This design comes from an exercise in tuning for small area, a short achievable clock period and few clock cycles on the open sky130 flow, not from production work.
The RTL was checked by simulation tests, not by an equivalence proof against the original design.
Power figures rest on the tool's default switching activity, not on a simulated workload.

<file path="design/flow/design.v">
`timescale 1ns/1ps
package core_pkg;
    typedef enum logic [3:0] {
        OP_SYS   = 4'd0,
        OP_ARITH = 4'd1,
        OP_LOGIC = 4'd2,
        OP_STORE = 4'd3,
        OP_MOVLL = 4'd4,
        OP_MOVLH = 4'd5,
        OP_MOVHL = 4'd6,
        OP_MOVHH = 4'd7,
        OP_ADDB  = 4'd8,
        OP_SUBB  = 4'd9,
        OP_MULB  = 4'd10
    } op_e;
    typedef enum logic [4:0] {
        F_END    = 5'd0,
        F_RET    = 5'd1,
        F_NOP    = 5'd3,
        F_OUT    = 5'd12,
        F_PUSHL  = 5'd13,
        F_PUSHH  = 5'd14,
        F_MOV    = 5'd16,
        F_NOT    = 5'd17,
        F_NEG    = 5'd18,
        F_LDRAML = 5'd24,
        F_LDRAMH = 5'd25,
        F_POPL   = 5'd26,
        F_POPH   = 5'd27,
        F_MOVL   = 5'd29,
        F_MOVH   = 5'd30,
        F_MOVD   = 5'd31
    } func_e;
    typedef enum logic [2:0] {
        C_CALL, C_JMP, C_JEZ, C_JNZ, C_JAZ, C_JBZ, C_JAEZ, C_JBEZ
    } cond_e;
    typedef enum logic [3:0] {
        ALU_PASS, ALU_NOT, ALU_NEG, ALU_ADD, ALU_SUB, ALU_MUL, ALU_AND, ALU_OR, ALU_XOR
    } alu_op_e;
    typedef union packed {
        struct packed {
            logic                    kind;
            op_e                     op;
            logic [3-1:0] rd;
            logic [3-1:0] ra;
            logic [3-1:0] rb;
            logic [1:0]              sub;
        } reg_f;
        struct packed {
            logic                    kind;
            op_e                     op;
            logic [3-1:0] rd;
            logic [7:0]              imm;
        } imm_f;
        struct packed {
            logic                    kind;   
            cond_e                   cond;
            logic [12-1:0] addr;
        } jmp_f;
    } instr_u;
endpackage
`timescale 1ns/1ps
module core_regfile (
    input  logic        CLK,
    input  logic        arst_n,
    input  logic [2:0]  rd_idx0,
    input  logic [2:0]  rd_idx1,
    input  logic [2:0]  wr_idx,
    input  logic        wr_en_h,
    input  logic        wr_en_l,
    input  logic [31:0] wr_data,
    output logic [31:0] rd_data0,
    output logic [31:0] rd_data1,
    output logic [31:0] r5
);
    logic [31:0] regs [8];
    always_ff @(posedge CLK or negedge arst_n) begin
        if (!arst_n) begin
            for (int i = 0; i < 8; i++) regs[i] <= '0;
        end else begin
            for (int i = 0; i < 8; i++) begin
                if (wr_en_h && wr_idx == 3'(i)) regs[i][31:16] <= wr_data[31:16];
                if (wr_en_l && wr_idx == 3'(i)) regs[i][15:0]  <= wr_data[15:0];
            end
        end
    end
    assign rd_data0 = regs[rd_idx0];
    assign rd_data1 = regs[rd_idx1];
    assign r5       = regs[5];
endmodule
`timescale 1ns/1ps
module core_alu (
    input  logic [3:0]  op,       
    input  logic [1:0]  sub,      
    input  logic [4:0]  func,     
    input  logic [7:0]  imm,
    input  logic [31:0] a,        
    input  logic [31:0] b,        
    output logic [31:0] ans
);
    logic        is_sub, is_neg, reg_form;
    logic [31:0] opb, bx, sum;
    logic        unused_c;
    assign reg_form = (op == 4'd1) || (op == 4'd2);
    assign is_neg   = (op == 4'd0);   
    assign is_sub   = (reg_form && sub == 2'd1) || (op == 4'd9);
    assign opb      = reg_form ? b : {24'd0, imm};
    assign bx       = (is_sub ? ~opb : opb) | {32{is_neg}};
    assign {sum, unused_c} = {a, 1'b1} + {bx, is_sub};
    always_comb begin
        ans = a;
        case (op)
            4'd0: begin
                case (func)
                    5'd17: ans = ~a;
                    5'd18: ans = ~sum;    
                    default: ans = a;
                endcase
            end
            4'd1, 4'd8, 4'd9: ans = sum;
            4'd2: begin
                case (sub)
                    2'd0: ans = a & b;
                    2'd1: ans = a | b;
                    default: ans = a ^ b;
                endcase
            end
            4'd4: ans[7:0]   = imm;
            4'd5: ans[15:8]  = imm;
            4'd6: ans[23:16] = imm;
            4'd7: ans[31:24] = imm;
            default: ans = a;
        endcase
    end
endmodule
module core_mulstep (
    input  logic [31:0] acc,
    input  logic [31:0] a,
    input  logic [7:0]  b,
    output logic [31:0] res
);
    assign res = acc + a * {24'd0, b};
endmodule
`timescale 1ns/1ps
`timescale 1ns/1ps
module core_top (
    input  logic        CLK,
    input  logic        arst_n,
    input  logic [15:0] ram_q,
    output logic [11:0] ram_addr,
    output logic        ram_wren,
    output logic [15:0] ram_data,
    output logic [31:0] out_data,
    output logic        running
);
    logic        a_fetch;    
    logic [11:0] fpc;        
    logic [11:0] spc;        
    logic        q_valid;    
    logic        sb_v;       
    logic [15:0] sb_d;
    logic [15:0] ir;
    logic        ir_valid;
    logic        ir_pt;      
    logic [11:0] ir_ret;     
    logic [9:0]  sp;
    logic        ld_a, ld_wb, ret_a, ret_wb;
    logic [2:0]  ld_rd, wb_rd;
    logic        ld_h, wb_h;
    logic        m_busy, m_wb;
    logic [2:0]  m_rd;
    logic [31:0] acc, ma, mb;
    logic        movd2;
    logic        j;
    logic [3:0]  op;
    logic [2:0]  rd, ra, rb, cond;
    logic [1:0]  sub;
    logic [4:0]  func;
    logic [7:0]  imm;
    logic [11:0] taddr;
    assign j     = ir[15];
    assign op    = ir[14:11];
    assign rd    = ir[10:8];
    assign ra    = ir[7:5];
    assign rb    = ir[4:2];
    assign sub   = ir[1:0];
    assign func  = ir[4:0];
    assign imm   = ir[7:0];
    assign cond  = ir[14:12];
    assign taddr = ir[11:0];
    logic is_mul, alu_wr, is_imm;
    assign is_imm = (op >= 4'd4) && (op <= 4'd10);
    assign is_mul = !j && (((op == 4'd1) && (sub == 2'd2)) || (op == 4'd10));
    assign alu_wr = !j && (((op == 4'd1) && !sub[1]) || ((op == 4'd2) && (sub != 2'd3)) ||
                           ((op >= 4'd4) && (op <= 4'd9)) ||
                           ((op == 4'd0) && ((func == 5'd16) || (func == 5'd17) || (func == 5'd18))));
    logic [2:0]  idx0;
    logic [31:0] p0, p1, r5;
    logic [2:0]  wr_idx;
    logic        wr_en_h, wr_en_l;
    logic [31:0] wr_data;
    assign idx0 = j ? 3'd5 : (is_imm ? rd : ra);
    core_regfile u_rf (
        .CLK(CLK), .arst_n(arst_n),
        .rd_idx0(idx0), .rd_idx1(rb),
        .wr_idx(wr_idx), .wr_en_h(wr_en_h), .wr_en_l(wr_en_l), .wr_data(wr_data),
        .rd_data0(p0), .rd_data1(p1), .r5(r5)
    );
    logic [31:0] alu_ans;
    core_alu u_alu (
        .op(op), .sub(sub), .func(func), .imm(imm), .a(p0), .b(p1), .ans(alu_ans)
    );
    logic [31:0] mres;
    core_mulstep u_mul (
        .acc(acc), .a(ma), .b(mb[7:0]), .res(mres)
    );
    logic z5, n5;
    assign z5 = (r5 == 32'd0);
    assign n5 = r5[31];
    function automatic logic cond_true(input logic [2:0] c, input logic z, input logic n);
        case (c)
            3'd2:    cond_true = z;
            3'd3:    cond_true = !z;
            3'd4:    cond_true = !n && !z;
            3'd5:    cond_true = n;
            3'd6:    cond_true = !n;
            3'd7:    cond_true = n || z;
            default: cond_true = 1'b1;
        endcase
    endfunction
    logic taken;
    assign taken = cond_true(cond, z5, n5);
    function automatic logic touches(input logic [15:0] w, input logic [2:0] r);
        logic [3:0] o;
        logic [4:0] f;
        logic       use_rd, use_ra, use_rb;
        o = w[14:11];
        f = w[4:0];
        use_rd = (o == 4'd1) || (o == 4'd2) || ((o >= 4'd4) && (o <= 4'd10)) ||
                 ((o == 4'd0) && f[4]);
        use_ra = ((o >= 4'd1) && (o <= 4'd3)) ||
                 ((o == 4'd0) && ((f[4:2] == 3'b011) || (f[4:2] == 3'b100) || (f[4:1] == 4'b1100)));
        use_rb = (o >= 4'd1) && (o <= 4'd3);
        if (w[15]) touches = (r == 3'd5) && (w[14:13] != 2'b00);
        else       touches = (use_rd && (r == w[10:8])) || (use_ra && (r == w[7:5])) ||
                             (use_rb && (r == w[4:2]));
    endfunction
    logic hz;
    assign hz = (ld_a && touches(ir, ld_rd)) ||
                ((m_busy || m_wb) && (touches(ir, m_rd) || is_mul));
    logic        frz, go, e_done, const_take, redirect, kill;
    logic [11:0] tgt;
    logic        req, req_wr;
    logic [11:0] req_addr;
    logic [15:0] req_data;
    logic        set_ld, set_ret, ld_h_n;
    logic        sp_inc, sp_dec, out_we, halt;
    logic        m_start, movd2_n;
    logic [9:0]  sp_p1;
    logic [15:0] hw;         
    logic        hv;
    assign hv    = sb_v || q_valid;
    assign hw    = sb_v ? sb_d : ram_q;
    assign sp_p1 = sp + 10'd1;
    assign frz   = ld_wb || m_wb;
    assign go    = ir_valid && running && !frz && !hz;
    always_comb begin
        e_done = 1'b0; const_take = 1'b0; redirect = 1'b0; kill = 1'b0; tgt = taddr;
        req = 1'b0; req_wr = 1'b0; req_addr = p1[11:0];
        req_data = sub[0] ? p0[31:16] : p0[15:0];
        set_ld = 1'b0; set_ret = 1'b0; ld_h_n = func[0];
        sp_inc = 1'b0; sp_dec = 1'b0; out_we = 1'b0; halt = 1'b0;
        m_start = 1'b0; movd2_n = movd2;
        wr_idx = rd; wr_en_h = 1'b0; wr_en_l = 1'b0; wr_data = alu_ans;
        if (ld_wb) begin
            wr_idx  = wb_rd;
            wr_en_h = wb_h;
            wr_en_l = !wb_h;
            wr_data = {ram_q, ram_q};
        end else if (m_wb) begin
            wr_idx  = m_rd;
            wr_en_h = 1'b1;
            wr_en_l = 1'b1;
            wr_data = acc;
        end
        if (ret_wb) begin
            redirect = 1'b1;
            tgt      = ram_q[11:0];
        end else if (go) begin
            if (j) begin
                e_done = 1'b1;
                if (cond == 3'd0) begin    
                    req      = 1'b1;
                    req_wr   = 1'b1;
                    req_addr = {2'b11, sp};
                    req_data = {4'd0, ir_ret};
                    sp_dec   = 1'b1;
                end else if (taken != ir_pt) begin
                    redirect = 1'b1;
                    tgt      = taken ? taddr : ir_ret;
                end
            end else if (is_mul) begin
                m_start = 1'b1;
                e_done  = 1'b1;
            end else if (alu_wr) begin
                wr_en_h = 1'b1;
                wr_en_l = 1'b1;
                e_done  = 1'b1;
            end else if (op == 4'd3) begin
                e_done = 1'b1;
                if (!sub[1]) begin
                    req    = 1'b1;
                    req_wr = 1'b1;
                end
            end else if (op == 4'd0) begin
                e_done = 1'b1;
                case (func)
                    5'd0: halt = 1'b1;
                    5'd1: begin                        
                        if (!ir_pt) begin
                            req      = 1'b1;
                            req_addr = {2'b11, sp_p1};
                            sp_inc   = 1'b1;
                            set_ret  = 1'b1;
                            kill     = 1'b1;
                        end
                    end
                    5'd12: out_we = 1'b1;
                    5'd13, 5'd14: begin                
                        req      = 1'b1;
                        req_wr   = 1'b1;
                        req_addr = {2'b11, sp};
                        req_data = func[0] ? p0[15:0] : p0[31:16];
                        sp_dec   = 1'b1;
                    end
                    5'd24, 5'd25: begin                
                        req      = 1'b1;
                        req_addr = p0[11:0];
                        set_ld   = 1'b1;
                    end
                    5'd26, 5'd27: begin                
                        req      = 1'b1;
                        req_addr = {2'b11, sp_p1};
                        sp_inc   = 1'b1;
                        set_ld   = 1'b1;
                    end
                    5'd29, 5'd30: begin                
                        wr_data = {hw, hw};
                        if (hv) begin
                            const_take = 1'b1;
                            wr_en_l    = (func == 5'd29);
                            wr_en_h    = (func == 5'd30);
                        end else begin
                            e_done = 1'b0;
                        end
                    end
                    5'd31: begin                       
                        wr_data = {hw, hw};
                        e_done  = 1'b0;
                        if (hv) begin
                            const_take = 1'b1;
                            wr_en_h    = !movd2;
                            wr_en_l    = movd2;
                            movd2_n    = !movd2;
                            e_done     = movd2;
                        end
                    end
                    default: ;
                endcase
            end else begin
                e_done = 1'b1;
            end
        end
    end
    logic        accept, drop, consume, pd_jump, pd_ret, pd_redirect, r5_busy, pd_taken;
    logic [11:0] nf;
    assign accept  = hv && !const_take && !redirect && !kill && running &&
                     (!ir_valid || e_done);
    assign consume = accept || const_take;
    assign drop    = sb_v && q_valid && !consume;
    assign r5_busy = (ir_valid && !j && (rd == 3'd5)) || (ld_a && ld_rd == 3'd5) ||
                     (ld_wb && wb_rd == 3'd5) || ((m_busy || m_wb) && m_rd == 3'd5);
    assign pd_taken = (hw[14:13] == 2'b00) ? 1'b1 :
                      (r5_busy ? (hw[11:0] <= spc) : cond_true(hw[14:12], z5, n5));
    assign pd_jump  = accept && hw[15];
    assign pd_redirect = pd_jump && pd_taken;
    assign pd_ret   = accept && !req && (hw[15:11] == 5'd0) && (hw[4:0] == 5'd1);
    assign nf = redirect ? tgt : (pd_redirect ? hw[11:0] : (drop ? spc + 12'd1 : fpc));
    always_ff @(posedge CLK) begin
        if (accept) begin
            ir     <= hw;
            ir_pt  <= hw[15] ? pd_taken : pd_ret;
            ir_ret <= spc + 12'd1;
        end
        if (consume) sb_d <= ram_q;
        else if (!sb_v) sb_d <= ram_q;
        if (set_ld) begin
            ld_rd <= rd;
            ld_h  <= ld_h_n;
        end
        wb_rd <= ld_rd;
        wb_h  <= ld_h;
        if (m_start) begin
            ma   <= p0;
            mb   <= (op == 4'd10) ? {24'd0, imm} : p1;
            acc  <= 32'd0;
            m_rd <= rd;
        end else if (m_busy) begin
            ma  <= {ma[23:0], 8'd0};
            mb  <= {8'd0, mb[31:8]};
            acc <= mres;
        end
        if (req) ram_data <= req_data;
    end
    logic stream_kill;
    assign stream_kill = redirect || kill || pd_redirect || pd_ret;
    always_ff @(posedge CLK or negedge arst_n) begin
        if (!arst_n) begin
            ram_addr <= 12'd8;
            a_fetch  <= 1'b1;
            fpc      <= 12'd9;
            spc      <= 12'd8;
            q_valid  <= 1'b0;
            sb_v     <= 1'b0;
            ir_valid <= 1'b0;
            sp       <= 10'h3ff;
            running  <= 1'b1;
            out_data <= 32'd0;
            ram_wren <= 1'b0;
            ld_a     <= 1'b0;
            ld_wb    <= 1'b0;
            ret_a    <= 1'b0;
            ret_wb   <= 1'b0;
            m_busy   <= 1'b0;
            m_wb     <= 1'b0;
            movd2    <= 1'b0;
        end else begin
            q_valid <= a_fetch && !drop && !stream_kill && running;
            if (stream_kill)  sb_v <= 1'b0;
            else if (consume) sb_v <= sb_v && q_valid;
            else              sb_v <= sb_v || q_valid;
            if (accept)      ir_valid <= 1'b1;
            else if (e_done) ir_valid <= 1'b0;
            if (redirect)         spc <= tgt;
            else if (pd_redirect) spc <= hw[11:0];
            else if (consume)     spc <= spc + 12'd1;
            if (req) begin
                ram_addr <= req_addr;
                a_fetch  <= 1'b0;
                fpc      <= nf;
            end else if (pd_ret) begin
                ram_addr <= {2'b11, sp_p1};
                a_fetch  <= 1'b0;
                fpc      <= nf;
            end else begin
                ram_addr <= nf;
                a_fetch  <= running && !halt;
                fpc      <= nf + 12'd1;
            end
            ram_wren <= req && req_wr;
            if (sp_inc || pd_ret) sp <= sp_p1;
            if (sp_dec)           sp <= sp - 10'd1;
            if (halt)   running <= 1'b0;
            if (out_we) out_data <= p0;
            ld_a   <= set_ld;
            ld_wb  <= ld_a;
            ret_a  <= set_ret || pd_ret;
            ret_wb <= ret_a;
            if (m_start) m_busy <= 1'b1;
            else if (m_busy && ((mb[31:8] == 24'd0) || (ma[23:0] == 24'd0))) m_busy <= 1'b0;
            if (m_busy && ((mb[31:8] == 24'd0) || (ma[23:0] == 24'd0))) m_wb <= 1'b1;
            else if (m_wb && !ld_wb) m_wb <= 1'b0;
            movd2 <= movd2_n;
        end
    end
endmodule
</file>
<file path="design/flow/run.sh">
#!/bin/bash
# synth_recipe.tcl (not shown) runs the flow's synth.tcl, then flattens the netlist and writes it again
# the make line also repeats each setting of config.mk as NAME=value (left out here)
make -C /OpenROAD-flow-scripts/flow DESIGN_CONFIG=/design/flow/config.mk WORK_HOME=/design/flow/orfs CLKGATE_MAP_FILE= SYNTH_SCRIPT=/design/flow/synth_recipe.tcl finish
</file>
<file path="design/flow/config.mk">
export PLATFORM = sky130hd
export DESIGN_NAME = core_top
export DESIGN_NICKNAME = core_top
export VERILOG_FILES = /design/flow/design.v
export SDC_FILE = /design/flow/constraint.sdc
export NUM_CORES = 4
export LEC_CHECK = 0
export ABC_AREA = 1
export CAP_MARGIN = 20
export CORE_MARGIN = 2
export CORE_UTILIZATION = 55
export SETUP_SLACK_MARGIN = 5
export SLEW_MARGIN = 20
</file>
<file path="design/flow/constraint.sdc">
create_clock -name core_clock -period 12.0 [get_ports {CLK}]
set_input_delay 2.4000 -clock core_clock [delete_from_list [all_inputs] [get_ports {CLK}]]
set_output_delay 2.4000 -clock core_clock [all_outputs]
set_load 0.01 [all_outputs]
</file>
==> flow_summary.json, run 1 <==
{
  "crit_slowest_cell": "edfxtp_1",
  "area_delta_synth_final_pct": 9.42,
  "synthCells": 5505,
  "io_pins": 80,
  "cp-end-kind": "flop",
  "grt_overflow": 0,
  "synth_warnings": 4,
  "layout.cells.non_filler": 6494,
  "path_depth": 26,
  "io_buffer_count": 79,
  "finClkSkew_ns": 0.0388,
  "peakVddDrop_uv": 141,
  "crit_type": "reg2reg",
  "crit_path_start": "ir[6]",
  "start_kind": "flop",
  "synth_edf_count": 116,
  "avgSynthCellArea_um2": 7.33,
  "endpoint": "u_rf.regs[4][27]",
  "hold_class": "reg2reg",
  "coreArea_mm2": 0.0728,
  "fp-row-count": 99,
  "rsz0062_at_grt": "false",
  "critPathArrivalTime_ns": 7.48,
  "fill_cells": 6957,
  "tightest_slew_ns": 1.25,
  "cts_buffer_depth": 3,
  "routabilityCongestion": 1.07,
  "dp.cells": 6364,
  "start_util_pct": 55.4,
  "p_leak_nw": 22.3,
  "cts_buffers": 59,
  "ys_seq_area_share_pct": 32.8,
  "fin_nets": 5829,
  "synth-seq-cells": 515,
  "max_clock_freq_mhz": 144,
  "hold_violations": 0,
  "ys_types": 67,
  "crit_required_ns": 12.55,
  "slew_headroom_pct": 15.8,
  "critPathMaxStageDelay_ns": 0.95,
  "crit_buf_inv": 3,
  "grt_pass1_wl_um": 252000,
  "first_global_vias": 38500,
  "clk_pin_slew_ns": 0.06,
  "setup_viol": 0,
  "grt_max_degree": 157,
  "regArea_mm2": 0.0132,
  "period_share_pct": 57.7,
  "r2r_cells": 26,
  "postLayoutCoreUtil_pct": 60.6,
  "grt_usage_pct": 45.3,
  "r2r_start": "ir[6]",
  "powerDensity_mw_per_mm2": 92.3,
  "fin_setup_tns_ns": 0,
  "period_needed_ns": 6.93,
  "dieWidth_um": 275,
  "drtIter0Drc": 6302,
  "drive_above_1_share_pct": 6.23,
  "synth_flop_cell": "dfrtp_1",
  "wl_um": 172000,
  "wire_per_inst_um": 26.5,
  "worstPathMaxFanout": 18,
  "via_per_inst": 6.28,
  "antenna_found_initial": 17,
  "status": "timing/DRC/antenna clean",
  "h-tree-depth": 2,
  "worstSkewPairLatency_ns": 0.68,
  "multi_input_area_mm2": 0.0228,
  "syn-num-nets": 5860,
  "reg2reg_to": "u_rf.regs[4][27]",
  "first_pass_iters": 7,
  "cap_violations": 0,
  "cts_root_buf": "clkbuf_16",
  "crit_top_cell": "nand2_1",
  "syn-cell-area_mm2": 0.0403,
  "die_y_um": 275,
  "slew_violations": 0,
  "drc": 0,
  "critPathTopFamily": "simple AND/OR/NAND/NOR gates",
  "ff2ff_setup_slack_ns": 5.07,
  "cts_tree": "done",
  "die_area_mm2": 0.0755,
  "vias": 40800,
  "hpwlAfterDp_um": 124000,
  "route.antenna.remaining_nets": 0,
  "timing.hold.ws_ns": 0.352,
  "synth-async-reset-ratio_pct": 67.4,
  "cts.sinks": 515
}
-- worst reg2reg max path, stage by stage, from the launching register on --
cell	delay, ns
edfxtp_1	0.95
inv_1	0.26
nand3_1	0.18
nand2_1	0.10
nor2_4	0.26
nor2_4	0.13
nand2_1	0.42
buf_4	0.42
o22ai_1	0.13
a221oi_1	0.28
nand3_1	0.76
ha_1	0.76
nand2_1	0.16
nor3_1	0.43
nand4_1	0.21
nand4_1	0.17
nand2_1	0.07
nand2_1	0.05
nand2_1	0.06
inv_1	0.06
nand2_1	0.05
nand2_1	0.07
nand2_1	0.06
nand2_1	0.16
nand2_1	0.37
nand2_1	0.19
nand2_1	0.09
-- sequential cells by signal (all words and copies together), names as in the netlist, 12 cells and up --
register and cells:
spc 12, u_rf.regs 256, sb_d 16, ir 16
fpc 12, ir_ret 12, ma 32, ram_data 16
acc 32, ram_addr 12, out_data 32, mb 32
-- layer usage --
layer	wire (um)	vias up	track usage [%]
li1	-	17800	-
met1	63200	19500	58.4
met2	71900	2754	66.0
met3	23000	699	13.5
met4	13700	10	30.1
met5	80	-	0
-- cell usage after synthesis (57+ instances only) --
| library cell | instances | area, um^2 |
|---|---|---|
| o21ai_0 | 468 | 2340 |
| fa_1 | 187 | 3740 |
| nand3_1 | 192 | 961 |
| xor2_1 | 69 | 604 |
| clkbuf_1 | 210 | 788 |
| o22ai_1 | 143 | 895 |
| o221ai_1 | 57 | 499 |
| nand4_1 | 61 | 382 |
| a221oi_1 | 57 | 499 |
| dfrtp_1 | 331 | 8280 |
| nor2_1 | 256 | 961 |
| edfxtp_1 | 116 | 3480 |
| inv_1 | 832 | 3120 |
| nand2_1 | 1623 | 6090 |
| a21oi_1 | 190 | 951 |
| ha_1 | 150 | 1880 |
-- power by group --
group          total (mW)  switching, mW  leakage, nW  internal [mW]
Combinational       0.294          0.199         16.6         0.0951
Sequential           1.84         0.0134         4.71           1.83
Clock                1.94          0.815         1.02           1.12
-- worst min-delay path by stage --
| stage | to | slack [ns] | cells past startpoint | from |
|---|---|---|---|---|
| 2_1_floorplan | wb_h | 0.32 | 0 | ld_h |
| 3_3_place_gp | wb_h | 0.33 | 0 | ld_h |
| 3_5_place_dp | ret_wb | 0.35 | 0 | ret_a |
| 4_1_cts | ret_wb | 0.35 | 0 | ret_a |
| 5_1_grt | ret_wb | 0.35 | 0 | ret_a |
| 6_report | ret_wb | 0.35 | 0 | ret_a |
-- layout make-up --
| cell class | count | share of cell area, % |
|---|---|---|
| Inverter | 874 | 7.48 |
| Sequential cell | 515 | 30.0 |
| Tap cell | 959 | 2.72 |
| Timing Repair Buffer | 174 | 3.45 |
| Clock inverter | 25 | 0.788 |
| Antenna cell | 11 | 0.0624 |
| Clock buffer | 86 | 3.87 |
| Multi-Input combinational cell | 3850 | 51.7 |
-- cell usage in the layout (no fill, tap or decap), types with 15 or more instances in the layout --
cell,synthesis,final
a211oi_1,35,35
fa_1,187,187
clkinv_1,19,18
nor2_1,256,254
xnor2_1,20,20
nor3_1,27,27
o221ai_1,57,57
nand4_1,61,61
inv_1,832,829
dfstp_2,16,16
clkbuf_1,210,15
ha_1,150,150
dfxtp_1,52,52
a21oi_1,190,190
nand3_2,11,15
o21ai_0,468,466
inv_2,20,19
nand2_1,1623,1622
o211ai_1,37,37
xor2_1,69,69
edfxtp_1,116,116
nand3_1,192,186
a22oi_1,26,26
buf_4,9,94
nand2_2,28,29
nor4_1,17,17
dfrtp_1,331,331
o22ai_1,143,143
o21ai_1,36,37
o2111ai_1,22,22
clkdlybuf4s50_1,0,78
or2_2,27,27
a221oi_1,57,57
clkbuf_16,0,60
-- stage by stage --
step | instance area (um^2) | setup slack (ns) | total power, mW
floorplan | 40300 | 6.73 | 2.02
global placement | 41900 | 4.61 | 2.16
detailed placement | 41900 | 4.88 | 2.16
CTS | 44000 | 5.15 | 4.07
global route | 44100 | 5.01 | 4.17
finish | 44100 | 5.07 | 4.07
-- logic make-up (layout without fill, tap and decap cells) --
| group | count (synthesis) | after routing | synth area share (%) |
|---|---|---|---|
| AND/OR/NAND/NOR | 2275 | 2275 | 23.3 |
| AO/OA/AOI/OAI | 1147 | 1147 | 17.1 |
| flip-flops | 515 | 515 | 32.8 |
| multiplexers | 2 | 2 | 0.0496 |
| buffers and inverters | 1140 | 1159 | 10.8 |
| other | 0 | 11 | 0 |
| adder cells (fa/ha/maj) | 337 | 337 | 13.9 |
| XOR/XNOR | 89 | 89 | 1.93 |
-- repair_timing --
action,in CTS,in global routing
hold buffers,0,0
setup buffers,1,7
endpoints found under the hold margin,0,0
endpoints found under the setup margin,62,190
gates cloned,0,0
pin swaps,0,0
resized for setup,2,9
Testbench counts, summed over its fixed seeds: cycles 89,494.
==> inputs of run 2 (changes only) <==
--- a/design/flow/design.v
+++ b/design/flow/design.v
@@ -65,4 +65,4 @@
     input  logic        arst_n,
-    input  logic [2:0]  rd_idx0,
-    input  logic [2:0]  rd_idx1,
+    input  logic [7:0]  rd_sel0,    
+    input  logic [7:0]  rd_sel1,
     input  logic [2:0]  wr_idx,
@@ -86,4 +86,10 @@
     end
-    assign rd_data0 = regs[rd_idx0];
-    assign rd_data1 = regs[rd_idx1];
+    always_comb begin
+        rd_data0 = '0;
+        rd_data1 = '0;
+        for (int i = 0; i < 8; i++) begin
+            rd_data0 = rd_data0 | (regs[i] & {32{rd_sel0[i]}});
+            rd_data1 = rd_data1 | (regs[i] & {32{rd_sel1[i]}});
+        end
+    end
     assign r5       = regs[5];
@@ -138,6 +144,6 @@
     input  logic [31:0] a,
-    input  logic [7:0]  b,
+    input  logic [3:0]  b,
     output logic [31:0] res
 );
-    assign res = acc + a * {24'd0, b};
+    assign res = acc + a * {28'd0, b};
 endmodule
@@ -156,3 +162,4 @@
     logic        a_fetch;    
-    logic [11:0] fpc;        
+    logic [11:0] lfa;        
+    logic        pend;
     logic [11:0] spc;        
@@ -173,2 +180,4 @@
     logic        movd2;
+    logic [15:0] hw;         
+    logic        hv;
     logic        j;
@@ -196,3 +205,3 @@
                            ((op == 4'd0) && ((func == 5'd16) || (func == 5'd17) || (func == 5'd18))));
-    logic [2:0]  idx0;
+    logic [7:0]  sel0, sel1;
     logic [31:0] p0, p1, r5;
@@ -201,6 +210,8 @@
     logic [31:0] wr_data;
-    assign idx0 = j ? 3'd5 : (is_imm ? rd : ra);
+    logic [2:0] idx0_n;
+    assign idx0_n = hw[15] ? 3'd5 :
+                    (((hw[14:11] >= 4'd4) && (hw[14:11] <= 4'd10)) ? hw[10:8] : hw[7:5]);
     core_regfile u_rf (
         .CLK(CLK), .arst_n(arst_n),
-        .rd_idx0(idx0), .rd_idx1(rb),
+        .rd_sel0(sel0), .rd_sel1(sel1),
         .wr_idx(wr_idx), .wr_en_h(wr_en_h), .wr_en_l(wr_en_l), .wr_data(wr_data),
@@ -214,3 +225,3 @@
     core_mulstep u_mul (
-        .acc(acc), .a(ma), .b(mb[7:0]), .res(mres)
+        .acc(acc), .a(ma), .b(mb[3:0]), .res(mres)
     );
@@ -259,4 +270,2 @@
     logic [9:0]  sp_p1;
-    logic [15:0] hw;         
-    logic        hv;
     assign hv    = sb_v || q_valid;
@@ -383,3 +392,3 @@
     assign pd_taken = (hw[14:13] == 2'b00) ? 1'b1 :
-                      (r5_busy ? (hw[11:0] <= spc) : cond_true(hw[14:12], z5, n5));
+                      (r5_busy ? (hw[14:12] == 3'd3) : cond_true(hw[14:12], z5, n5));
     assign pd_jump  = accept && hw[15];
@@ -387,3 +396,3 @@
     assign pd_ret   = accept && !req && (hw[15:11] == 5'd0) && (hw[4:0] == 5'd1);
-    assign nf = redirect ? tgt : (pd_redirect ? hw[11:0] : (drop ? spc + 12'd1 : fpc));
+    assign nf = redirect ? tgt : (pd_redirect ? hw[11:0] : (drop ? spc + 12'd1 : lfa + {11'd0, !pend}));
     always_ff @(posedge CLK) begin
@@ -391,2 +400,4 @@
             ir     <= hw;
+            sel0   <= 8'd1 << idx0_n;
+            sel1   <= 8'd1 << hw[4:2];
             ir_pt  <= hw[15] ? pd_taken : pd_ret;
@@ -408,4 +419,4 @@
         end else if (m_busy) begin
-            ma  <= {ma[23:0], 8'd0};
-            mb  <= {8'd0, mb[31:8]};
+            ma  <= {ma[27:0], 4'd0};
+            mb  <= {4'd0, mb[31:4]};
             acc <= mres;
@@ -420,3 +431,4 @@
             a_fetch  <= 1'b1;
-            fpc      <= 12'd9;
+            lfa      <= 12'd8;
+            pend     <= 1'b0;
             spc      <= 12'd8;
@@ -449,3 +461,4 @@
                 a_fetch  <= 1'b0;
-                fpc      <= nf;
+                lfa      <= nf;
+                pend     <= 1'b1;
             end else if (pd_ret) begin
@@ -453,3 +466,4 @@
                 a_fetch  <= 1'b0;
-                fpc      <= nf;
+                lfa      <= nf;
+                pend     <= 1'b1;
             end else begin
@@ -457,3 +471,4 @@
                 a_fetch  <= running && !halt;
-                fpc      <= nf + 12'd1;
+                lfa      <= nf;
+                pend     <= 1'b0;
             end
@@ -469,4 +484,4 @@
             if (m_start) m_busy <= 1'b1;
-            else if (m_busy && ((mb[31:8] == 24'd0) || (ma[23:0] == 24'd0))) m_busy <= 1'b0;
-            if (m_busy && ((mb[31:8] == 24'd0) || (ma[23:0] == 24'd0))) m_wb <= 1'b1;
+            else if (m_busy && ((mb[31:4] == 28'd0) || (ma[27:0] == 28'd0))) m_busy <= 1'b0;
+            if (m_busy && ((mb[31:4] == 28'd0) || (ma[27:0] == 28'd0))) m_wb <= 1'b1;
             else if (m_wb && !ld_wb) m_wb <= 1'b0;
==> design/flow/flow/run.sh (new file) <==
#!/bin/bash
set -euo pipefail
bash standard.sh SETUP_SLACK_MARGIN=7.5 finish > make_finish.log 2>&1
==> design/flow/standard.sh (new file) <==
#!/bin/bash
# synth_recipe.tcl (not shown) runs the flow's synth.tcl, then flattens the netlist and writes it again
# the make line also repeats each setting of config.mk as NAME=value (left out here)
make -C /OpenROAD-flow-scripts/flow DESIGN_CONFIG=/design/flow/config.mk WORK_HOME=/design/flow/orfs CLKGATE_MAP_FILE= SYNTH_SCRIPT=/design/flow/synth_recipe.tcl "${@:-finish}"
--- a/design/flow/config.mk
+++ b/design/flow/config.mk
@@ -11,3 +11,2 @@
 export CORE_UTILIZATION = 55
-export SETUP_SLACK_MARGIN = 5
 export SLEW_MARGIN = 20
removed: design/flow/run.sh
==> run 2 against run 1 <==
- clock power shrank 4%
- still clean on timing, DRC and antenna
- largest cell class unchanged
- global-route usage shrank 0.85 points
- combinational power down 23%
- first-iteration DRC count fell by 11%
- register-to-register slack better by 2.5 ns
- setup slack gained 2.5 ns
- utilization up 3.1 points
- sequential share of layout area up 1.5 points
- routed wire length fell by 5.8%
- power down 1.5%
- clock skew is 0.0013 ns lower
- critical path type unchanged
==> flow_summary.json, run 2 <==
{
  "synth_edf_count": 132,
  "area_delta_synth_final_pct": 15.0,
  "cap_violations": 0,
  "vias": 39400,
  "peakVddDrop_uv": 118,
  "hold_class": "reg2reg",
  "regMostFlops": "u_rf.regs",
  "synth_flop_cell": "dfrtp_1",
  "p_sw_mw": 0.979,
  "fin_setup_tns_ns": 0,
  "grt_usage_pct": 44.4,
  "period_needed_ns": 4.45,
  "pwr-share-clk_pct": 46.5,
  "tightest_slew_ns": 1.02,
  "finClkSkew_ns": 0.0375,
  "syn-num-nets": 5402,
  "hold_depth": 0,
  "n_antenna_cell": 0,
  "io_buffer_count": 79,
  "start_kind": "flop",
  "layout.cells.non_filler": 6180,
  "cts.sinks": 532,
  "cts_buffer_depth": 3,
  "synth.top_cell.area_share_pct": 22.0,
  "period_share_pct": 37.1,
  "syn-cell-area_mm2": 0.0379,
  "status": "timing/DRC/antenna clean",
  "fill_cells": 6121,
  "rsz0062_at_grt": "true",
  "yosysTopAreaCell": "dfrtp_1",
  "crit_top_cell": "nor2_1",
  "worstPathMaxFanout": 28,
  "drc": 0,
  "cp-end-kind": "flop",
  "synth_area_leaders": "dfrtp_1 22%, nand2_1 15%, edfxtp_1 10%, inv_1 6.0%, o21ai_0 5.9%",
  "h-tree-depth": 2,
  "crit_type": "reg2reg",
  "crit_buf_inv": 3,
  "cts_tree": "done",
  "slew_violations": 0,
  "route.antenna.remaining_nets": 0,
  "setup_viol": 0,
  "grt_pass1_wl_um": 235000,
  "cts_buffers": 60,
  "combPwrFrac_pct": 5.6,
  "synth-seq-cells": 532,
  "start_util_pct": 55.4,
  "first_global_vias": 36000,
  "min_from": "ld_h",
  "io_pins": 80,
  "critPathArrivalTime_ns": 5.04,
  "pwr-share-seq_pct": 47.9,
  "cts_root_buf": "clkbuf_16",
  "routabilityCongestion": 1.03,
  "wire_per_inst_um": 26.2,
  "powerDensity_mw_per_mm2": 92.0,
  "first_pass_iters": 7,
  "final_common_cell": "nand2_1",
  "synth-async-reset-ratio_pct": 65.4,
  "final_cell_mix": "1478 x nand2_1, 591 x inv_1, 426 x o21ai_0",
  "fp-row-count": 96,
  "worstSkewPairLatency_ns": 0.68,
  "synth_warnings": 4,
  "yosys.cell_count.top_type": "nand2_1",
  "ys_seq_area_share_pct": 36.2,
  "critPathMaxStageDelay_ns": 0.54,
  "wl_um": 162000,
  "via_per_inst": 6.37,
  "coreArea_mm2": 0.0685,
  "clk_pin_slew_ns": 0.06,
  "regArea_mm2": 0.0137,
  "swShare_pct": 24.4,
  "crit_required_ns": 12.59,
  "ff2ff_setup_slack_ns": 7.55,
  "dp.cells": 5962,
  "die_y_um": 267,
  "reg2reg_to": "u_rf.regs[1][21]",
  "hold_violations": 0,
  "hold_end": "wb_h",
  "slew_headroom_pct": 31.5,
  "p_leak_nw": 20.7,
  "hpwlAfterDp_um": 111000,
  "yosys-top-cells-count": "1521 x nand2_1, 606 x inv_1, 447 x o21ai_0",
  "avgSynthCellArea_um2": 7.34,
  "ys_types": 65,
  "die_area_mm2": 0.0710,
  "grt_max_degree": 128,
  "drive_above_1_share_pct": 11.0,
  "multi_input_area_mm2": 0.0219,
  "r2r_start": "sel0[3]",
  "r2r_cells": 20,
  "synthCells": 5162,
  "intPower_mw": 3.03,
  "crit_slowest_cell": "ha_1",
  "cp_cell_sequence": "buf_4 > clkinvlp_4 > o22ai_1 > a221oi_1 > nand2_1 > ha_1 > nand2_1 > nor2_1 > inv_1 > nor3_1 > nand3_1 > nand3_4 > nor2_1 > nor3_1 > o22ai_1 > nor2_1 > nor2_1 > o21bai_2 > nand3_1 > o21ai_0",
  "antenna_found_initial": 4,
  "critPathTopFamily": "simple AND/OR/NAND/NOR gates",
  "max_clock_freq_mhz": 225,
  "fin_nets": 5487,
  "dieWidth_um": 267,
  "drtIter0Drc": 5602,
  "grt_overflow": 0,
  "largest_register_ffs": 256
}
-- run 2: cell count changes after synthesis, sizes merged, moves of 60 or more --
cell	delta
a22o	+60
inv	-218
clkbuf	-62
fa	-100
o22ai	-99
nand2	-126
nand3	+160
-- run 2: area by class of cell --
cell class,instances,share of cell area (%)
sequential,532,31.5
multi-input combinational,3743,50.1
clock inverter,13,0.310
inverter,646,5.73
timing repair inverter,3,0.0517
tap,882,2.53
clock buffer,100,4.16
timing repair buffer,261,5.58
-- run 2: logic make-up after synthesis --
kind of cell / synth area share (%)
flip-flops: 36.2
adder cells (fa/ha/maj): 9.05
AND/OR/NAND/NOR: 26.1
XOR/XNOR: 2.13
AO/OA/AOI/OAI: 17.4
buffers and inverters: 9.03
-- run 2: power groups by stage --
stage / Sequential [mW] / Combinational [mW] / Clock (mW)
finish: 1.92 / 0.226 / 1.86
detailed placement: 1.95 / 0.222 / 0
global route: 1.92 / 0.259 / 1.93
floorplan: 1.95 / 0.111 / 0
CTS: 1.92 / 0.224 / 1.87
global placement: 1.96 / 0.222 / 0
-- run 2: timing repair --
item                       in CTS  in global routing
setup endpoints to repair     336                326
hold buffers                    0                  0
pin swaps                      11                 37
cloned                          1                  6
resized for setup              82                213
buffers inserted               43                 55
-- run 2: metrics by stage --
stage | utilization (%) | power (mW) | worst slack, ns | instance area [um^2] | hold slack [ns]
floorplan | - | 2.07 | 7.65 | 37900 | 0.323
global placement | 57.8 | 2.18 | 6.20 | 39600 | 0.329
detailed placement | 57.8 | 2.18 | 6.10 | 39600 | 0.331
CTS | 61.5 | 4.01 | 7.45 | 42100 | 0.350
global route | 63.7 | 4.11 | 7.43 | 43600 | 0.361
finish | 63.7 | 4.01 | 7.55 | 43600 | 0.345
-- run 2: layer usage --
layer	up-vias	GRT usage, %	share of wire, %
li1	17400	-	-
met1	18500	59.4	37
met2	2791	64.6	41
met3	668	11.5	14
met4	6	27.1	7.6
met5	-	0	0.022
-- run 2: worst max-delay path by stage --
stage,cells after the start,start,slack [ns],to
2_1_floorplan,23,mb[3],7.65,acc[25]
3_3_place_gp,23,ir[12],6.20,u_rf.regs[7][11]
3_5_place_dp,23,ir[12],6.10,u_rf.regs[6][11]
4_1_cts,27,ir[12],7.45,u_rf.regs[3][30]
5_1_grt,20,mb[3],7.43,acc[27]
6_report,20,sel0[3],7.55,u_rf.regs[1][21]
Testbench counts of run 2, summed over its fixed seeds: cycles 93,022.
==> inputs of run 3 (changes only) <==
--- a/design/flow/design.v
+++ b/design/flow/design.v
@@ -76,9 +76,17 @@
     logic [31:0] regs [8];
+    logic [7:0]  vh, vl;
+    always_ff @(posedge CLK) begin
+        for (int i = 0; i < 8; i++) begin
+            if (wr_en_h && wr_idx == 3'(i)) regs[i][31:16] <= wr_data[31:16];
+            if (wr_en_l && wr_idx == 3'(i)) regs[i][15:0]  <= wr_data[15:0];
+        end
+    end
     always_ff @(posedge CLK or negedge arst_n) begin
         if (!arst_n) begin
-            for (int i = 0; i < 8; i++) regs[i] <= '0;
+            vh <= '0;
+            vl <= '0;
         end else begin
             for (int i = 0; i < 8; i++) begin
-                if (wr_en_h && wr_idx == 3'(i)) regs[i][31:16] <= wr_data[31:16];
-                if (wr_en_l && wr_idx == 3'(i)) regs[i][15:0]  <= wr_data[15:0];
+                if (wr_en_h && wr_idx == 3'(i)) vh[i] <= 1'b1;
+                if (wr_en_l && wr_idx == 3'(i)) vl[i] <= 1'b1;
             end
@@ -86,2 +94,7 @@
     end
+    logic [7:0] s0h, s0l, s1h, s1l;
+    assign s0h = rd_sel0 & vh;
+    assign s0l = rd_sel0 & vl;
+    assign s1h = rd_sel1 & vh;
+    assign s1l = rd_sel1 & vl;
     always_comb begin
@@ -90,7 +103,7 @@
         for (int i = 0; i < 8; i++) begin
-            rd_data0 = rd_data0 | (regs[i] & {32{rd_sel0[i]}});
-            rd_data1 = rd_data1 | (regs[i] & {32{rd_sel1[i]}});
+            rd_data0 = rd_data0 | (regs[i] & {{16{s0h[i]}}, {16{s0l[i]}}});
+            rd_data1 = rd_data1 | (regs[i] & {{16{s1h[i]}}, {16{s1l[i]}}});
         end
     end
-    assign r5       = regs[5];
+    assign r5 = regs[5] & {{16{vh[5]}}, {16{vl[5]}}};
 endmodule
==> run 3 against run 2 <==
- still clean
- hold slack gained 0.0044 ns
- routed wire length shrank 6.1%
- final cell count shrank 9.6%
- power grew 3.8%
- register-to-register slack lost 0.23 ns
- combinational power grew 3%
- setup slack lost 0.23 ns
- sequential cell count grew 16
- sequential share of layout area grew 3.8 points
- critical path type unchanged
- critical endpoint is now u_rf.regs[3][12]
==> flow_summary.json, run 3 <==
{
  "grt_usage_pct": 43.4,
  "period_needed_ns": 4.68,
  "ys_seq_area_share_pct": 42.6,
  "setup_viol": 0,
  "antenna_found_initial": 6,
  "crit_required_ns": 12.41,
  "status": "timing/DRC/antenna clean",
  "cts_buffers": 59,
  "fp-row-count": 94,
  "layout.cells.non_filler": 5586,
  "cts.hold.buffers_added": 0,
  "fill_cells": 5542,
  "avgSynthCellArea_um2": 8.22,
  "crit_slowest_cell": "nor2_1",
  "total_power_mw": 4.16,
  "r2r_cells": 16,
  "die_area_mm2": 0.0679,
  "drc": 0,
  "hpwlAfterDp_um": 108000,
  "cp_cell_sequence": "nor2_4 > nand2_4 > inv_2 > buf_6 > nand2_1 > nand2_1 > nand2_1 > nand3_1 > nand2_2 > nand4_4 > nor3_4 > inv_2 > buf_4 > nor2_1 > a21oi_4 > buf_12",
  "final_cell_mix": "882 x nand2_1, 551 x inv_1, 388 x edfxtp_1",
  "critPathArrivalTime_ns": 5.09,
  "yosysTopAreaCell": "edfxtp_1",
  "h-tree-depth": 2,
  "critPathMaxStageDelay_ns": 0.84,
  "wire_per_inst_um": 27.2,
  "syn-num-nets": 4642,
  "rsz0062_at_grt": "true",
  "largest_register_ffs": 256,
  "dpl_cell_area_mm2": 0.0381,
  "peakVddDrop_uv": 135,
  "ff2ff_setup_slack_ns": 7.32,
  "synth_flop_cell": "edfxtp_1",
  "r2r_start": "ir[14]",
  "cap_violations": 0,
  "routabilityCongestion": 1.11,
  "cts_buffer_depth": 3,
  "drive_above_1_share_pct": 17.2,
  "min_from": "ret_a",
  "fin_nets": 4906,
  "die_y_um": 260,
  "crit_buf_inv": 5,
  "syn-cell-area_mm2": 0.0362,
  "critPathTopFamily": "simple AND/OR/NAND/NOR gates",
  "dieWidth_um": 260,
  "worstPathMaxFanout": 41,
  "fin_area_mm2": 0.0437,
  "cp-end-kind": "flop",
  "synth_area_leaders": "edfxtp_1 32%, nand2_1 10%, dfrtp_1 6.4%, inv_1 6.1%, o21ai_0 5.8%",
  "area_delta_synth_final_pct": 20.9,
  "io_buffer_count": 79,
  "clk_pin_slew_ns": 0.06,
  "route.antenna.remaining_nets": 0,
  "dp.cells": 5257,
  "synth-async-reset-ratio_pct": 19.7,
  "p_leak_nw": 19.1,
  "reg2reg_to": "u_rf.regs[3][12]",
  "synth_warnings": 4,
  "io_pins": 80,
  "hold_depth": 0,
  "yosys-top-cells-count": "969 x nand2_1, 588 x inv_1, 419 x o21ai_0",
  "hold_class": "reg2reg",
  "crit_top_cell": "nand2_1",
  "pre_cts_ws_ns": 5.81,
  "regMostFlops": "u_rf.regs",
  "fin_ws_ns": 7.32,
  "slew_violations": 0,
  "slew_headroom_pct": 29.4,
  "first_global_vias": 32500,
  "vias": 35700,
  "first_pass_iters": 7,
  "period_share_pct": 39.0,
  "yosys.cell_count.top_type": "nand2_1",
  "drtIter0Drc": 5533,
  "final_common_cell": "nand2_1",
  "synth_edf_count": 388,
  "powerDensity_mw_per_mm2": 95.2,
  "postLayoutCoreUtil_pct": 66.9,
  "ys_types": 70,
  "cts_root_buf": "clkbuf_16",
  "start_util_pct": 55.3,
  "crit_type": "reg2reg",
  "synthCells": 4402,
  "cts.sinks": 548,
  "coreArea_mm2": 0.0654,
  "grt_max_degree": 82,
  "hold_violations": 0,
  "start_kind": "flop",
  "fin_setup_tns_ns": 0,
  "grt_pass1_wl_um": 215000,
  "finClkSkew_ns": 0.0618,
  "worstSkewPairLatency_ns": 0.68,
  "hold_end": "ret_wb",
  "grt_overflow": 0,
  "timing.hold.ws_ns": 0.350,
  "via_per_inst": 6.39,
  "synth.top_cell.area_share_pct": 32.2,
  "tightest_slew_ns": 1.06,
  "max_clock_freq_mhz": 214,
  "synth-seq-cells": 548,
  "cts_tree": "done",
  "wl_um": 152000
}
-- run 3: per-layer routing --
metal | vias up | global-route usage (%) | wire [um]
li1 | 15600 | - | -
met1 | 16800 | 58.8 | 57500
met2 | 2642 | 63.1 | 63100
met3 | 606 | 13.2 | 21600
met4 | 6 | 21.8 | 9680
met5 | - | 0 | 42
-- run 3: cell type report --
| cell class | count | area [um^2] | area share [%] |
|---|---|---|---|
| tap | 864 | 1080 | 2.47 |
| multi-input combinational | 3070 | 19500 | 44.5 |
| clock inverter | 35 | 350 | 0.801 |
| timing repair buffer | 365 | 3290 | 7.53 |
| inverter | 622 | 2500 | 5.73 |
| clock buffer | 77 | 1620 | 3.69 |
| antenna | 5 | 12.5 | 0.0286 |
| sequential | 548 | 15400 | 35.3 |
-- run 3: timing repair --
action | in CTS | in global routing
endpoints found under the setup margin | 671 | 371
cloned | 4 | 5
gates resized for setup | 214 | 289
pin swaps | 28 | 94
buffers inserted | 91 | 112
-- run 3: how the worst max path moves through the flow --
| stage | from | end | cells after the start |
|---|---|---|---|
| 2_1_floorplan | sel1[0] | u_rf.regs[0][21] | 31 |
| 3_3_place_gp | sel1[0] | u_rf.regs[5][25] | 25 |
| 3_5_place_dp | sel1[0] | u_rf.regs[1][25] | 25 |
| 4_1_cts | sel1[4] | u_rf.regs[3][13] | 27 |
| 5_1_grt | u_rf.vl[7] | u_rf.regs[4][26] | 26 |
| 6_report | ir[14] | u_rf.regs[3][12] | 16 |
-- run 3: worst reg2reg max path: cells and delay by family, from the launching register on --
family                 cells  cell delay, ns
AOI/OAI and AO/OA          1            0.05
buffers and inverters      5            1.13
DFF                        1            0.49
and+or+nand+nor           10            2.77
-- run 3: logic make-up after synthesis --
logic type	Yosys count	synth area share, %
buffers and inverters	786	8.24
adder cells (fa/ha/maj)	222	9.48
multiplexers	2	0.0622
flip-flops	548	42.6
XOR/XNOR	94	2.28
AO/OA/AOI/OAI	1078	18.0
AND/OR/NAND/NOR	1672	19.3
-- run 3: where the power goes --
| part | total (mW) | switching [mW] | internal (mW) |
|---|---|---|---|
| logic | 0.232 | 0.141 | 0.0906 |
| registers | 2.07 | 0.0234 | 2.05 |
| clock network | 1.86 | 0.815 | 1.04 |
| total | 4.16 | 0.980 | 3.18 |
Testbench counts of run 3, summed over its fixed seeds: cycles 93,022.
==> inputs of run 4 (changes only) <==
--- a/design/flow/design.v
+++ b/design/flow/design.v
@@ -289,5 +289,4 @@
     always_comb begin
-        e_done = 1'b0; const_take = 1'b0; redirect = 1'b0; kill = 1'b0; tgt = taddr;
-        req = 1'b0; req_wr = 1'b0; req_addr = p1[11:0];
-        req_data = sub[0] ? p0[31:16] : p0[15:0];
+        e_done = 1'b0; const_take = 1'b0; redirect = 1'b0; kill = 1'b0;
+        req = 1'b0; req_wr = 1'b0;
         set_ld = 1'b0; set_ret = 1'b0; ld_h_n = func[0];
@@ -295,13 +294,9 @@
         m_start = 1'b0; movd2_n = movd2;
-        wr_idx = rd; wr_en_h = 1'b0; wr_en_l = 1'b0; wr_data = alu_ans;
+        wr_en_h = 1'b0; wr_en_l = 1'b0;
         if (ld_wb) begin
-            wr_idx  = wb_rd;
             wr_en_h = wb_h;
             wr_en_l = !wb_h;
-            wr_data = {ram_q, ram_q};
         end else if (m_wb) begin
-            wr_idx  = m_rd;
             wr_en_h = 1'b1;
             wr_en_l = 1'b1;
-            wr_data = acc;
         end
@@ -309,3 +304,2 @@
             redirect = 1'b1;
-            tgt      = ram_q[11:0];
         end else if (go) begin
@@ -316,4 +310,2 @@
                     req_wr   = 1'b1;
-                    req_addr = {2'b11, sp};
-                    req_data = {4'd0, ir_ret};
                     sp_dec   = 1'b1;
@@ -321,3 +313,2 @@
                     redirect = 1'b1;
-                    tgt      = taken ? taddr : ir_ret;
                 end
@@ -343,3 +334,2 @@
                             req      = 1'b1;
-                            req_addr = {2'b11, sp_p1};
                             sp_inc   = 1'b1;
@@ -353,4 +343,2 @@
                         req_wr   = 1'b1;
-                        req_addr = {2'b11, sp};
-                        req_data = func[0] ? p0[15:0] : p0[31:16];
                         sp_dec   = 1'b1;
@@ -359,3 +347,2 @@
                         req      = 1'b1;
-                        req_addr = p0[11:0];
                         set_ld   = 1'b1;
@@ -364,3 +351,2 @@
                         req      = 1'b1;
-                        req_addr = {2'b11, sp_p1};
                         sp_inc   = 1'b1;
@@ -369,3 +355,2 @@
                     5'd29, 5'd30: begin                
-                        wr_data = {hw, hw};
                         if (hv) begin
@@ -379,3 +364,2 @@
                     5'd31: begin                       
-                        wr_data = {hw, hw};
                         e_done  = 1'b0;
@@ -396,2 +380,28 @@
     end
+    logic is_call, is_push, is_ldr, is_movx, st_hi;
+    assign is_call = j && (cond == 3'd0);
+    assign is_push = !j && (op == 4'd0) && ((func == 5'd13) || (func == 5'd14));
+    assign is_ldr  = !j && (op == 4'd0) && (func[4:1] == 4'b1100);
+    assign is_movx = !j && (op == 4'd0) && (func >= 5'd29);
+    assign st_hi   = is_push ? !func[0] : sub[0];
+    always_comb begin
+        if (is_call || is_push)  req_addr = {2'b11, sp};
+        else if (!j && op == 4'd3) req_addr = p1[11:0];
+        else if (is_ldr)         req_addr = p0[11:0];
+        else                     req_addr = {2'b11, sp_p1};
+        if (is_call)    req_data = {4'd0, ir_ret};
+        else if (st_hi) req_data = p0[31:16];
+        else            req_data = p0[15:0];
+        tgt = ret_wb ? ram_q[11:0] : (taken ? taddr : ir_ret);
+        if (ld_wb) begin
+            wr_idx  = wb_rd;
+            wr_data = {ram_q, ram_q};
+        end else if (m_wb) begin
+            wr_idx  = m_rd;
+            wr_data = acc;
+        end else begin
+            wr_idx  = rd;
+            wr_data = is_movx ? {hw, hw} : alu_ans;
+        end
+    end
     logic        accept, drop, consume, pd_jump, pd_ret, pd_redirect, r5_busy, pd_taken;
@@ -426,3 +436,3 @@
         wb_h  <= ld_h;
-        if (m_start) begin
+        if (is_mul && !m_busy && !m_wb) begin
             ma   <= p0;
@@ -436,3 +446,3 @@
         end
-        if (req) ram_data <= req_data;
+        ram_data <= req_data;    
     end
==> run 4 against run 3 <==
- still clean on timing, DRC and antenna
- final cell count decreased by 0.59%
- sequential share of layout area decreased by 0.31 points
- non-clock buffer count increased by 37
- fmax increased by 1.3%
- utilization increased by 1.1 points
- largest cell class unchanged
- largest power group unchanged
- highest routed layer unchanged
==> flow_summary.json, run 4 <==
{
  "io_buffer_count": 79,
  "setup_viol": 0,
  "largest_register_ffs": 256,
  "cts.hold.buffers_added": 0,
  "hpwlAfterDp_um": 108000,
  "powerDensity_mw_per_mm2": 97.6,
  "grt_max_degree": 81,
  "total_power_mw": 4.26,
  "start_kind": "flop",
  "peakVddDrop_uv": 147,
  "synth-async-reset-ratio_pct": 19.7,
  "via_per_inst": 6.37,
  "antenna_found_initial": 9,
  "fp-row-count": 93,
  "clk_pin_slew_ns": 0.06,
  "synth_warnings": 4,
  "fin_setup_tns_ns": 0,
  "crit_required_ns": 12.38,
  "ys_types": 61,
  "slew_headroom_pct": 25.4,
  "first_global_vias": 32700,
  "drive_above_1_share_pct": 18.0,
  "synth_flop_cell": "edfxtp_1",
  "rsz0062_at_grt": "true",
  "yosys.cell_count.top_type": "nand2_1",
  "yosysTopAreaCell": "edfxtp_1",
  "worstSkewPairLatency_ns": 0.65,
  "die_area_mm2": 0.0669,
  "cts_buffer_depth": 3,
  "tightest_slew_ns": 1.12,
  "synth.top_cell.area_share_pct": 31.3,
  "hold_violations": 0,
  "wire_per_inst_um": 27.7,
  "cts_tree": "done",
  "worstPathMaxFanout": 8,
  "drc": 0,
  "synthCells": 4349,
  "avgSynthCellArea_um2": 8.20,
  "ys_seq_area_share_pct": 42.8,
  "coreArea_mm2": 0.0642,
  "grt_overflow": 0,
  "cts_root_buf": "clkbuf_16",
  "cts.sinks": 548,
  "syn-num-nets": 4589,
  "dieWidth_um": 259,
  "final_common_cell": "nand2_1",
  "period_share_pct": 38.5,
  "synth_area_leaders": "edfxtp_1 31%, nand2_1 11%, dfrtp_1 6.5%, inv_1 6.3%, o21ai_0 5.6%",
  "finClkSkew_ns": 0.0289,
  "dp.cells": 5201,
  "final_cell_mix": "964 x nand2_1, 566 x inv_1, 372 x edfxtp_1",
  "start_util_pct": 55.5,
  "grt_usage_pct": 44.6,
  "grt_pass1_wl_um": 217000,
  "cap_violations": 0,
  "regMostFlops": "u_rf.regs",
  "wl_um": 154000,
  "h-tree-depth": 2,
  "routabilityCongestion": 1.07,
  "slew_violations": 0,
  "layout.cells.non_filler": 5553,
  "yosys-top-cells-count": "1062 x nand2_1, 599 x inv_1, 399 x o21ai_0",
  "fin_nets": 4883,
  "die_y_um": 259,
  "max_clock_freq_mhz": 216,
  "io_pins": 80,
  "syn-cell-area_mm2": 0.0357,
  "first_pass_iters": 7,
  "p_leak_nw": 19.7,
  "cp-end-kind": "flop",
  "critPathArrivalTime_ns": 5.01,
  "cts_buffers": 59,
  "drtIter0Drc": 6036,
  "synth_edf_count": 372,
  "status": "timing/DRC/antenna clean",
  "hold_class": "reg2reg",
  "route.antenna.remaining_nets": 0,
  "vias": 35400,
  "synth-seq-cells": 548,
  "fin_ws_ns": 7.38,
  "pre_cts_ws_ns": 6.25,
  "period_needed_ns": 4.62,
  "area_delta_synth_final_pct": 22.4,
  "crit_type": "reg2reg"
}
## run 4: area by class of cell
cell class	instances	area, um^2
fillers	5367	20600
clock inverters	26	370
well taps	855	1070
diodes	6	15.0
inverters	620	2470
flip-flops and latches	548	15300
multi-input cells	3012	19200
repair buffers	402	3560
clock buffers	84	1720
## run 4: path summary, 6_finish.rpt
path | from | to | slack (ns) | cells past startpoint
min in group asynchronous | arst_n | u_rf.vh[6] | 1.74 | 1
setup reg to reg | sel0[6] | u_rf.regs[0][23] | 7.38 | 27
max in group asynchronous | arst_n | ram_addr[1] | 8.85 | 2
hold / removal | ret_a | ret_wb | 0.35 | 0
hold reg to reg | ret_a | ret_wb | 0.35 | 0
setup / recovery | sel0[6] | u_rf.regs[0][23] | 7.38 | 27
## run 4: layer usage
| layer | part of all wire (%) | wire (um) | global-route usage [%] |
|---|---|---|---|
| met1 | 36 | 55800 | 58.0 |
| met2 | 41 | 63600 | 64.4 |
| met3 | 15 | 22800 | 15.6 |
| met4 | 7.3 | 11200 | 25.4 |
| met5 | 0.27 | 410 | 3.13 |
## run 4: cell families (layout without fill, tap and decap cells)
group           after synthesis  count (layout)  synth area share, %
compound gates              978             978                 16.8
simple gates               1717            1717                 20.1
flops                       548             548                 42.8
other cells                   0               6                    0
xor+xnor                     95              95                 2.33
fa+ha+maj                   222             222                 9.62
buf+inv                     789            1132                 8.39
## run 4: critical path: stages, from the launching register on
cell        delay (ns)
edfxtp_1          0.44
buf_4             0.21
nand2_1           0.09
buf_6             0.17
clkinvlp_4        0.13
a22o_1            0.24
nor4_4            0.43
buf_4             0.22
clkinvlp_4        0.15
ha_4              0.31
nand2_1           0.06
nand2_2           0.09
o21ai_4           0.06
o21ai_2           0.18
nand2_1           0.09
nand2_2           0.08
nand3b_1          0.09
nand2_2           0.13
nand2_2           0.10
o21ai_4           0.21
xor2_2            0.18
nor2_1            0.06
o21bai_1          0.15
nand4_1           0.10
nand2_1           0.09
nand2_1           0.07
nand2_2           0.09
nand2_4           0.09
## run 4: power by group
| part | internal [mW] | leakage (nW) | switching [mW] |
|---|---|---|---|
| registers | 2.04 | 5.80 | 0.0223 |
| clock network | 1.19 | 1.02 | 0.797 |
| logic | 0.0898 | 12.9 | 0.122 |
## run 4: stage by stage
step                      util [%]  hold slack, ns  area, um^2
after detailed placement      58.7           0.345       37700
after global routing          68.0           0.362       43700
after global placement        58.7           0.324       37700
after CTS                     64.7           0.352       41500
final                         68.0           0.349       43700
after floorplan                  -           0.323       35700
## run 4: repair_timing
item / in CTS / in global routing
pin swaps: 27 / 121
gates cloned: 3 / 2
buffers inserted: 109 / 122
setup endpoints to repair: 526 / 318
endpoints found under the hold margin: 0 / 0
gates resized for setup: 217 / 311
Testbench counts of run 4, summed over its fixed seeds: cycles 93,022.
==> inputs of run 5 (changes only) <==
--- a/design/flow/design.v
+++ b/design/flow/design.v
@@ -179,4 +179,2 @@
     logic        q_valid;    
-    logic        sb_v;       
-    logic [15:0] sb_d;
     logic [15:0] ir;
@@ -283,4 +281,4 @@
     logic [9:0]  sp_p1;
-    assign hv    = sb_v || q_valid;
-    assign hw    = sb_v ? sb_d : ram_q;
+    assign hv    = q_valid;
+    assign hw    = ram_q;
     assign sp_p1 = sp + 10'd1;
@@ -411,3 +409,3 @@
     assign consume = accept || const_take;
-    assign drop    = sb_v && q_valid && !consume;
+    assign drop    = q_valid && !consume;
     assign r5_busy = (ir_valid && !j && (rd == 3'd5)) || (ld_a && ld_rd == 3'd5) ||
@@ -419,3 +417,3 @@
     assign pd_ret   = accept && !req && (hw[15:11] == 5'd0) && (hw[4:0] == 5'd1);
-    assign nf = redirect ? tgt : (pd_redirect ? hw[11:0] : (drop ? spc + 12'd1 : lfa + {11'd0, !pend}));
+    assign nf = redirect ? tgt : (pd_redirect ? hw[11:0] : (drop ? spc : lfa + {11'd0, !pend}));
     always_ff @(posedge CLK) begin
@@ -428,4 +426,2 @@
         end
-        if (consume) sb_d <= ram_q;
-        else if (!sb_v) sb_d <= ram_q;
         if (set_ld) begin
@@ -458,3 +454,2 @@
             q_valid  <= 1'b0;
-            sb_v     <= 1'b0;
             ir_valid <= 1'b0;
@@ -473,5 +468,2 @@
             q_valid <= a_fetch && !drop && !stream_kill && running;
-            if (stream_kill)  sb_v <= 1'b0;
-            else if (consume) sb_v <= sb_v && q_valid;
-            else              sb_v <= sb_v || q_valid;
             if (accept)      ir_valid <= 1'b1;
==> run 5 against run 4 <==
- power down 4.0%
- critical path depth is 4 lower
- via count decreased by 3.1%
- clock power decreased by 7%
- fmax grew 1.4%
- critical path type unchanged
- critical endpoint is now u_rf.regs[5][18]
- highest routed layer unchanged
==> flow_summary.json, run 5 <==
{
  "drive_above_1_share_pct": 16.8,
  "area_delta_synth_final_pct": 21.1,
  "dp.cells": 5067,
  "fill_cells": 5258,
  "fp-row-count": 92,
  "dieWidth_um": 256,
  "hpwlAfterDp_um": 99400,
  "rsz0062_at_grt": "true",
  "multi_input_area_mm2": 0.0186,
  "ys_types": 61,
  "setup_viol": 0,
  "antenna_found_initial": 3,
  "final_cell_mix": "927 x nand2_1, 563 x inv_1, 372 x edfxtp_1",
  "start_kind": "flop",
  "die_y_um": 256,
  "synth_area_leaders": "edfxtp_1 32%, nand2_1 11%, dfrtp_1 6.6%, inv_1 6.4%, fa_1 5.0%",
  "regArea_mm2": 0.0149,
  "route.antenna.remaining_nets": 0,
  "drc": 0,
  "hold_violations": 0,
  "max_clock_freq_mhz": 219,
  "powerDensity_mw_per_mm2": 96.8,
  "h-tree-depth": 2,
  "synthCells": 4235,
  "via_per_inst": 6.33,
  "grt_max_degree": 71,
  "crit_type": "reg2reg",
  "cts_tree": "done",
  "vias": 34300,
  "finClkSkew_ns": 0.0243,
  "fin_nets": 4755,
  "total_power_mw": 4.09,
  "yosys-top-cells-count": "1023 x nand2_1, 595 x inv_1, 372 x edfxtp_1",
  "grt_pass1_wl_um": 204000,
  "slew_violations": 0,
  "coreArea_mm2": 0.0630,
  "syn-cell-area_mm2": 0.0349,
  "largest_register_ffs": 256,
  "synth.top_cell.area_share_pct": 32.0,
  "avgSynthCellArea_um2": 8.25,
  "cp-end-kind": "flop",
  "start_util_pct": 55.5,
  "dpl_cell_area_mm2": 0.0368,
  "cts_root_buf": "clkbuf_16",
  "ff2ff_setup_slack_ns": 7.44,
  "synth_warnings": 4,
  "grt_overflow": 0,
  "cts_buffer_depth": 3,
  "io_pins": 80,
  "clk_pin_slew_ns": 0.06,
  "worstSkewPairLatency_ns": 0.65,
  "wire_per_inst_um": 26.4,
  "slew_headroom_pct": 27.5,
  "yosysTopAreaCell": "edfxtp_1",
  "period_share_pct": 38.0,
  "hold_class": "reg2reg",
  "layout.cells.non_filler": 5413,
  "grt_usage_pct": 42.0,
  "status": "timing/DRC/antenna clean",
  "routabilityCongestion": 1.05,
  "synth-seq-cells": 531,
  "peakVddDrop_uv": 144,
  "cts.hold.buffers_added": 0,
  "fin_setup_tns_ns": 0,
  "io_buffer_count": 79,
  "fin_area_mm2": 0.0423,
  "cts.sinks": 531,
  "die_area_mm2": 0.0655,
  "cap_violations": 0,
  "cts_buffers": 57,
  "synth_edf_count": 372,
  "worstPathMaxFanout": 8,
  "wl_um": 143000,
  "drtIter0Drc": 4776,
  "first_pass_iters": 10,
  "synth_flop_cell": "edfxtp_1",
  "synth-async-reset-ratio_pct": 20.2,
  "regMostFlops": "u_rf.regs",
  "first_global_vias": 31300,
  "syn-num-nets": 4475,
  "critPathArrivalTime_ns": 4.91,
  "crit_required_ns": 12.34,
  "yosys.cell_count.top_type": "nand2_1",
  "final_common_cell": "nand2_1",
  "tightest_slew_ns": 1.09,
  "p_leak_nw": 19.4,
  "ys_seq_area_share_pct": 42.7,
  "period_needed_ns": 4.56
}
[run 5: critical path, stage by stage, from the launching register on]
cell and delay (ns):
edfxtp_1 0.48, nand2_4 0.20, clkinvlp_4 0.20, a22o_1 0.25, nor4_1 0.30, buf_4 0.26
inv_1 0.23, ha_4 0.37, nand2_1 0.12, nor2_4 0.12, inv_2 0.05, nor3_4 0.25
nand3_2 0.15, nand2_2 0.14, buf_4 0.12, nand2_1 0.07, nand3_1 0.09, o21ai_0 0.09
a21oi_1 0.13, nand2_1 0.07, o21ai_0 0.14, o21ai_0 0.12, nand2_1 0.12, nand3_4 0.15
[run 5: worst paths after layout]
check	from	end	depth (start not counted)
setup / recovery	sel0[7]	u_rf.regs[5][18]	23
hold / removal	ld_h	wb_h	0
setup reg to reg	sel0[7]	u_rf.regs[5][18]	23
hold reg to reg	ld_h	wb_h	0
max in group asynchronous	arst_n	lfa[10]	3
min in group asynchronous	arst_n	out_data[26]	1
[run 5: cell families (layout without fill, tap and decap cells)]
kind of cell	Yosys count	in the layout	synth area share, %
and+or+nand+nor	1662	1665	19.7
AOI/OAI and AO/OA	944	945	16.8
buffers and inverters	779	1103	8.47
DFF	531	531	42.7
adders and majority gates	222	222	9.83
xor gates and xnor gates	97	97	2.43
other	0	4	0
[run 5: cell type report]
cell class | instances | share of cell area [%]
sequential | 531 | 35.3
antenna | 4 | 0.0237
multi-input combinational | 2929 | 43.9
tap | 846 | 2.50
timing repair buffer | 383 | 7.89
clock inverter | 33 | 0.879
clock buffer | 74 | 3.79
timing repair inverter | 1 | 0.0118
inverter | 612 | 5.73
[run 5: timing repair]
item,in CTS,in global routing
resized for setup,200,232
endpoints found under the setup margin,420,347
gates cloned,5,4
pin swaps,31,113
buffers inserted,115,111
[run 5: stage by stage]
step,util (%),hold WS [ns],worst slack [ns]
floorplan,-,0.323,7.55
global placement,58.4,0.326,6.10
detailed placement,58.4,0.327,6.14
CTS,64.2,0.340,7.48
global route,67.1,0.362,7.27
finish,67.1,0.341,7.44
[run 5: power breakdown]
| group | total (mW) | internal (mW) | switching, mW |
|---|---|---|---|
| sequential | 2.01 | 1.98 | 0.0237 |
| clock | 1.86 | 1.07 | 0.789 |
| combinational | 0.221 | 0.0863 | 0.135 |
[run 5: routing by layer]
| layer | global-route usage (%) | up-vias | share of wire, % |
|---|---|---|---|
| met2 | 62.1 | 2561 | 42 |
| li1 | - | 15000 | - |
| met4 | 25.8 | 2 | 7.6 |
| met5 | 0 | - | 0.0077 |
| met3 | 10.6 | 607 | 13 |
| met1 | 55.5 | 16100 | 37 |
Testbench counts of run 5, summed over its fixed seeds: cycles 94,831.

[separate check: timing with driven ports]
The flow's constraints put no driver on any port. The routed layouts listed below were extracted and timed again, unchanged, in two steps.
Step 1 sets driving cells, clkbuf_16 on the clock port and buf_2 on the other inputs (assumed; they add their load-dependent delay and slew).
Step 2, shift: input delay + t, output delay - t, t = (earliest + latest rising clock arrival at the registers) / 2. This alone moves slack from input paths to output paths.
Slacks: no drivers / after step 1 / after step 2; pairs: no drivers / after step 1.
run | t (ns) | setup WS [ns] | clock arrival spread, ns | worst slew at a driven data input, ns
run 1 | 0.730 | 5.070 / 5.070 / 4.701 | 0.039 / 0.039 | 0.06
run 2 | 0.730 | 7.549 / 7.549 / 6.913 | 0.039 / 0.040 | 0.05
run 3 | 0.722 | 7.317 / 7.317 / 6.888 | 0.062 / 0.061 | 0.04
run 4 | 0.704 | 7.375 / 7.375 / 6.827 | 0.030 / 0.029 | 0.07
run 5 | 0.706 | 7.437 / 7.437 / 6.987 | 0.025 / 0.024 | 0.04
After both steps setup and hold are still met in every run listed. The setup slack of run 2, which loses most, moves by 0.000 ns with the drivers and by -0.636 ns with both steps.
